Source: an optimization exercise on an open RTL-to-GDS flow (aim: small area, a short achievable clock period and few clock cycles). Production flows keep margins and buffers that such runs may drop.

==> run a <==
// hexahedron_to_tetrahedra_split
module hexahedron_to_tetrahedra_split #(
    parameter int unsigned INDEX_WIDTH = 32
) (
    input  logic                          i_clk,
    input  logic                          i_rst_n,
    input  logic                          i_valid,
    output logic                          o_stall,
    input  logic [INDEX_WIDTH-1:0]        i_vertex_0,
    input  logic [INDEX_WIDTH-1:0]        i_vertex_1,
    input  logic [INDEX_WIDTH-1:0]        i_vertex_2,
    input  logic [INDEX_WIDTH-1:0]        i_vertex_3,
    input  logic [INDEX_WIDTH-1:0]        i_vertex_4,
    input  logic [INDEX_WIDTH-1:0]        i_vertex_5,
    input  logic [INDEX_WIDTH-1:0]        i_vertex_6,
    input  logic [INDEX_WIDTH-1:0]        i_vertex_7,
    output logic                          o_valid,
    input  logic                          i_stall,
    output logic [hts_pkg::TET_WIDTH-1:0] o_tet_a,
    output logic [hts_pkg::TET_WIDTH-1:0] o_tet_b,
    output logic [hts_pkg::TET_WIDTH-1:0] o_tet_c,
    output logic [hts_pkg::TET_WIDTH-1:0] o_tet_d,
    output logic                          o_last_of_run
);
make LEC_CHECK=0 CAP_MARGIN=20 CORE_MARGIN=2 CORE_UTILIZATION=40 SLEW_MARGIN=20 finish   # period 6.5 ns
run.sh (not shown) runs the stock make flow with config.mk's settings and CLKGATE_MAP_FILE= SYNTH_SCRIPT=/design/flow/synth_recipe.tcl, a recipe that flattens the netlist after the stock synthesis.
==> run b (differences from run a) <==
--- a/flow/design.v
+++ b/flow/design.v
@@ -93,10 +93,40 @@
             5'b10_010: rot_map = 3'd7;
             5'b10_111: rot_map = 3'd5;
             default:   rot_map = l;
         endcase
     endfunction
+    function automatic logic [1:0] cmp8(input logic [7:0] a, input logic [7:0] b);
+        logic [7:0] l0, g0;
+        logic [3:0] l1, g1;
+        logic [1:0] l2, g2;
+        l0 = ~a & b;
+        g0 = a & ~b;
+        for (int i = 0; i < 4; i++) begin
+            l1[i] = l0[2*i+1] | (~g0[2*i+1] & l0[2*i]);
+            g1[i] = g0[2*i+1] | (~l0[2*i+1] & g0[2*i]);
+        end
+        for (int i = 0; i < 2; i++) begin
+            l2[i] = l1[2*i+1] | (~g1[2*i+1] & l1[2*i]);
+            g2[i] = g1[2*i+1] | (~l1[2*i+1] & g1[2*i]);
+        end
+        cmp8[1] = l2[1] | (~g2[1] & l2[0]);
+        cmp8[0] = g2[1] | (~l2[1] & g2[0]);
+    endfunction
+    function automatic t_nbits nbits(input t_diag d);
+        case (d)
+            3'b000:                 nbits = 2'd0;
+            3'b001, 3'b010, 3'b100: nbits = 2'd1;
+            3'b011, 3'b101, 3'b110: nbits = 2'd2;
+            default:                nbits = 2'd3;
+        endcase
+    endfunction
+    function automatic logic [7:0] onehot(input t_corner c);
+        for (int i = 0; i < 8; i++) begin
+            onehot[i] = (c == 3'(i));
+        end
+    endfunction
 endpackage
 `default_nettype wire
 `default_nettype none
 module hexahedron_to_tetrahedra_split #(
     parameter int unsigned INDEX_WIDTH = 32
@@ -130,47 +160,53 @@
     assign w_in_v[3] = i_vertex_3;
     assign w_in_v[4] = i_vertex_4;
     assign w_in_v[5] = i_vertex_5;
     assign w_in_v[6] = i_vertex_6;
     assign w_in_v[7] = i_vertex_7;
-    logic [2:0] r_cnt;                      
-    logic       w_done;
+    logic [1:0] r_cnt;                      
+    logic       r_done;                     
     logic       w_first;
     logic [7:0][7:0] w_byte;
-    assign w_done  = (r_cnt == 3'(NB));
-    assign w_first = (r_cnt == 3'd0);
+    assign w_first = (r_cnt == 2'd0);
     always_comb begin
         for (int k = 0; k < 8; k++) begin
-            w_byte[k] = w_in_v[k][8*r_cnt[1:0] +: 8];
+            w_byte[k] = w_in_v[k][8*r_cnt +: 8];
         end
     end
     logic [7:0][7:0] r_gt;
     logic [7:0][7:0] r_eq;
     function automatic logic is_edge(input int i, input int j);
         case (i * 8 + j)
             1, 3, 4, 10, 13, 19, 22, 31, 37, 39, 46, 55: is_edge = 1'b1;
             default: is_edge = 1'b0;
         endcase
     endfunction
+    logic [7:0][7:0][1:0] w_cmp;
+    always_comb begin
+        w_cmp = '0;
+        for (int i = 0; i < 8; i++) begin
+            for (int j = i + 1; j < 8; j++) begin
+                w_cmp[i][j] = hts_pkg::cmp8(w_byte[j], w_byte[i]);
+            end
+        end
+    end
     always_ff @(posedge i_clk) begin
-        if (!w_done) begin
+        if (!r_done) begin
             for (int i = 0; i < 8; i++) begin
                 for (int j = i + 1; j < 8; j++) begin
-                    r_gt[i][j] <= ({w_byte[j], 1'b0} < {w_byte[i], !w_first && r_gt[i][j]});
+                    r_gt[i][j] <= w_cmp[i][j][1] || (!w_cmp[i][j][0] && !w_first && r_gt[i][j]);
                     if (is_edge(i, j)) begin
-                        r_eq[i][j] <= (w_byte[i] == w_byte[j]) && (w_first || r_eq[i][j]);
+                        r_eq[i][j] <= !w_cmp[i][j][1] && !w_cmp[i][j][0] && (w_first || r_eq[i][j]);
                     end
                 end
             end
         end
     end
     logic [7:0]       w_win;                 
     logic [7:0][2:0]  w_dr;                  
     hts_pkg::t_corner w_r;
     hts_pkg::t_diag   w_bits;
-    hts_pkg::t_nbits  w_n;
-    hts_pkg::t_rot    w_rot;
     assign w_win[0] = !r_gt[0][1] && !r_gt[0][2] && !r_gt[0][3] && !r_gt[0][4] && !r_gt[0][5] && !r_gt[0][6] && !r_gt[0][7];
     assign w_dr[0][2] = (((!r_gt[1][2] && !r_eq[1][2]) || r_gt[2][6]) && ((!r_gt[1][5] && !r_eq[1][5]) || r_gt[5][6]));
     assign w_dr[0][1] = ((r_gt[2][3] || r_gt[2][6]) && ((!r_gt[3][7] && !r_eq[3][7]) || (!r_gt[6][7] && !r_eq[6][7])));
     assign w_dr[0][0] = (((!r_gt[4][5] && !r_eq[4][5]) || r_gt[5][6]) && ((!r_gt[4][7] && !r_eq[4][7]) || (!r_gt[6][7] && !r_eq[6][7])));
     assign w_win[1] = r_gt[0][1] && !r_gt[1][2] && !r_gt[1][3] && !r_gt[1][4] && !r_gt[1][5] && !r_gt[1][6] && !r_gt[1][7];
@@ -199,88 +235,109 @@
     assign w_dr[6][0] = ((r_gt[3][7] || (!r_gt[0][3] && !r_eq[0][3])) && (r_gt[4][7] || (!r_gt[0][4] && !r_eq[0][4])));
     assign w_win[7] = r_gt[0][7] && r_gt[1][7] && r_gt[2][7] && r_gt[3][7] && r_gt[4][7] && r_gt[5][7] && r_gt[6][7];
     assign w_dr[7][2] = ((r_gt[2][3] || (!r_gt[1][2] && !r_eq[1][2])) && (r_gt[0][3] || r_gt[0][1]));
     assign w_dr[7][1] = ((r_gt[2][6] || (!r_gt[1][2] && !r_eq[1][2])) && (r_gt[5][6] || (!r_gt[1][5] && !r_eq[1][5])));
     assign w_dr[7][0] = ((r_gt[0][4] || r_gt[0][1]) && ((!r_gt[4][5] && !r_eq[4][5]) || (!r_gt[1][5] && !r_eq[1][5])));
+    logic [3:0][7:0] w_sel0;
     always_comb begin
         w_r    = '0;
         w_bits = '0;
+        w_sel0 = '0;
         for (int i = 0; i < 8; i++) begin
             if (w_win[i]) begin
                 w_bits = w_bits | w_dr[i];
                 w_r    = w_r | 3'(i);
             end
+            for (int c = 0; c < 4; c++) begin
+                w_sel0[c] = w_sel0[c] | ({8{w_win[i]}} & hts_pkg::onehot(hts_pkg::corner_perm(3'(i),
+                    hts_pkg::rot_map(hts_pkg::rot_of_bits(w_dr[i]),
+                        hts_pkg::split_tab(hts_pkg::nbits(w_dr[i]),
+                                           3'd0, 2'(c))))));
+            end
         end
-        w_n   = {1'b0, w_bits[0]} + {1'b0, w_bits[1]} + {1'b0, w_bits[2]};
-        w_rot = hts_pkg::rot_of_bits(w_bits);
     end
     logic [7:0][W-1:0]     r_v;
     logic                  r_vld;
     hts_pkg::t_tet_idx     r_k;
-    hts_pkg::t_nbits       r_n;
-    hts_pkg::t_rot         r_rot;
+    hts_pkg::t_diag        r_bits;
     hts_pkg::t_corner      r_r;
     logic                  r_last;
-    logic [3:0][2:0]       r_sel;
+    logic [3:0][7:0]       r_sel;                  
     logic w_free;
     logic w_load;
     logic w_take;
+    logic w_start;
     assign w_take  = r_vld && !i_stall;
+    assign w_start = !r_vld || r_last;             
     assign w_free  = !r_vld || (r_last && !i_stall);
-    assign o_stall = !(w_done && w_free);
-    assign w_load  = i_valid && w_done && w_free;
+    assign o_stall = !(r_done && w_free);
+    assign w_load  = i_valid && r_done && w_free;
     hts_pkg::t_tet_idx s_k;
     hts_pkg::t_nbits   s_n;
     hts_pkg::t_rot     s_rot;
-    hts_pkg::t_corner  s_r;
-    logic [3:0][2:0]   s_sel;
+    logic [3:0][7:0]   s_sel;
     logic              s_last;
     always_comb begin
-        if (w_load) begin
-            s_k = '0; s_n = w_n; s_rot = w_rot; s_r = w_r;
-        end else begin
-            s_k = r_k + 3'd1; s_n = r_n; s_rot = r_rot; s_r = r_r;
-        end
+        s_k   = r_k + 3'd1;
+        s_n   = hts_pkg::nbits(r_bits);
+        s_rot = hts_pkg::rot_of_bits(r_bits);
         for (int c = 0; c < 4; c++) begin
-            s_sel[c] = hts_pkg::corner_perm(s_r,
-                       hts_pkg::rot_map(s_rot, hts_pkg::split_tab(s_n, s_k, 2'(c))));
+            s_sel[c] = hts_pkg::onehot(hts_pkg::corner_perm(r_r,
+                       hts_pkg::rot_map(s_rot, hts_pkg::split_tab(s_n, s_k, 2'(c)))));
         end
         s_last = (s_k == ((s_n == 2'd0) ? hts_pkg::TET_LAST_FIVE : hts_pkg::TET_LAST_SIX));
     end
     always_ff @(posedge i_clk) begin
         if (!i_rst_n) begin
-            r_vld <= 1'b0;
-            r_cnt <= '0;
+            r_vld  <= 1'b0;
+            r_cnt  <= '0;
+            r_done <= 1'b0;
         end else begin
             if (w_load) begin
                 r_vld <= 1'b1;
             end else if (w_take && r_last) begin
                 r_vld <= 1'b0;
             end
             if (w_load) begin
-                r_cnt <= '0;
-            end else if (i_valid && !w_done) begin
-                r_cnt <= r_cnt + 3'd1;
+                r_cnt  <= '0;
+                r_done <= 1'b0;
+            end else if (i_valid && !r_done) begin
+                r_cnt  <= r_cnt + 2'd1;
+                r_done <= (r_cnt == 2'(NB - 1));
             end
         end
     end
     always_ff @(posedge i_clk) begin
-        if (w_load) begin
-            r_v   <= w_in_v;
-            r_n   <= w_n;
-            r_rot <= w_rot;
-            r_r   <= w_r;
+        if (r_done && w_free) begin
+            r_v    <= w_in_v;
+            r_bits <= w_bits;
+            r_r    <= w_r;
         end
         if (w_load || w_take) begin
-            r_k    <= s_k;
-            r_sel  <= s_sel;
-            r_last <= s_last;
+            if (w_start) begin
+                r_k    <= '0;
+                r_sel  <= w_sel0;
+                r_last <= 1'b0;
+            end else begin
+                r_k    <= s_k;
+                r_sel  <= s_sel;
+                r_last <= s_last;
+            end
+        end
+    end
+    logic [3:0][W-1:0] w_tet;
+    always_comb begin
+        w_tet = '0;
+        for (int c = 0; c < 4; c++) begin
+            for (int k = 0; k < 8; k++) begin
+                w_tet[c] = w_tet[c] | (r_v[k] & {W{r_sel[c][k]}});
+            end
         end
     end
     assign o_valid       = r_vld;
     assign o_last_of_run = r_last;
-    assign o_tet_a       = r_v[r_sel[0]];
-    assign o_tet_b       = r_v[r_sel[1]];
-    assign o_tet_c       = r_v[r_sel[2]];
-    assign o_tet_d       = r_v[r_sel[3]];
+    assign o_tet_a       = w_tet[0];
+    assign o_tet_b       = w_tet[1];
+    assign o_tet_c       = w_tet[2];
+    assign o_tet_d       = w_tet[3];
 endmodule
 `default_nettype wire
- ABC_CLOCK_PERIOD_IN_PS: not set -> 3500
- SETUP_SLACK_MARGIN: not set -> 2.0
==> comparison <==
- Run a produced a clean layout. Run b completed without violations.
- Of run b and run a, run b has the higher global-route usage (gap 8.0 points).
- Against run a, the final area of run b is larger by 19%.
- Between run a and run b, the lower sequential share of layout area is in run b (gap 3.0 points).
- Against run b, the routed wire length of run a is lower by 36%.
No run of this note included a check of the RTL's function; only the layout flow was run.

-- port drivers added, routing unchanged --
No port has a modelled driver above. Below, the same layouts with a new extraction and two added sets of constraints.
Step 1: set_driving_cell puts a clkbuf_16 on i_clk and a buf_2 on each other input, an assumption about the parent block.
Step 2 moves the port delays by t, midway between the first and last clock arrival at a register: inputs arrive t later, outputs are due t later. That takes back most of the time a late clock gives input paths.
Three values: no drivers, after step 1, after step 2; two values: the first two.
run | t (ns) | setup slack, ns | hold WS [ns] | latest minus earliest clock arrival (ns) | worst data-port slew with drivers (ns)
run a | 0.622 | 0.770 / 0.770 / 0.770 | 0.482 / 0.482 / 0.482 | 0.025 / 0.026 | 0.15
run b | 0.639 | 1.817 / 1.755 / 1.442 | 0.624 / 0.624 / 0.624 | 0.021 / 0.021 | 0.18
After both steps setup and hold are still met in every run listed. For run b, which loses most, drivers alone change the setup slack by -0.062 ns; drivers and shift together by -0.375 ns.
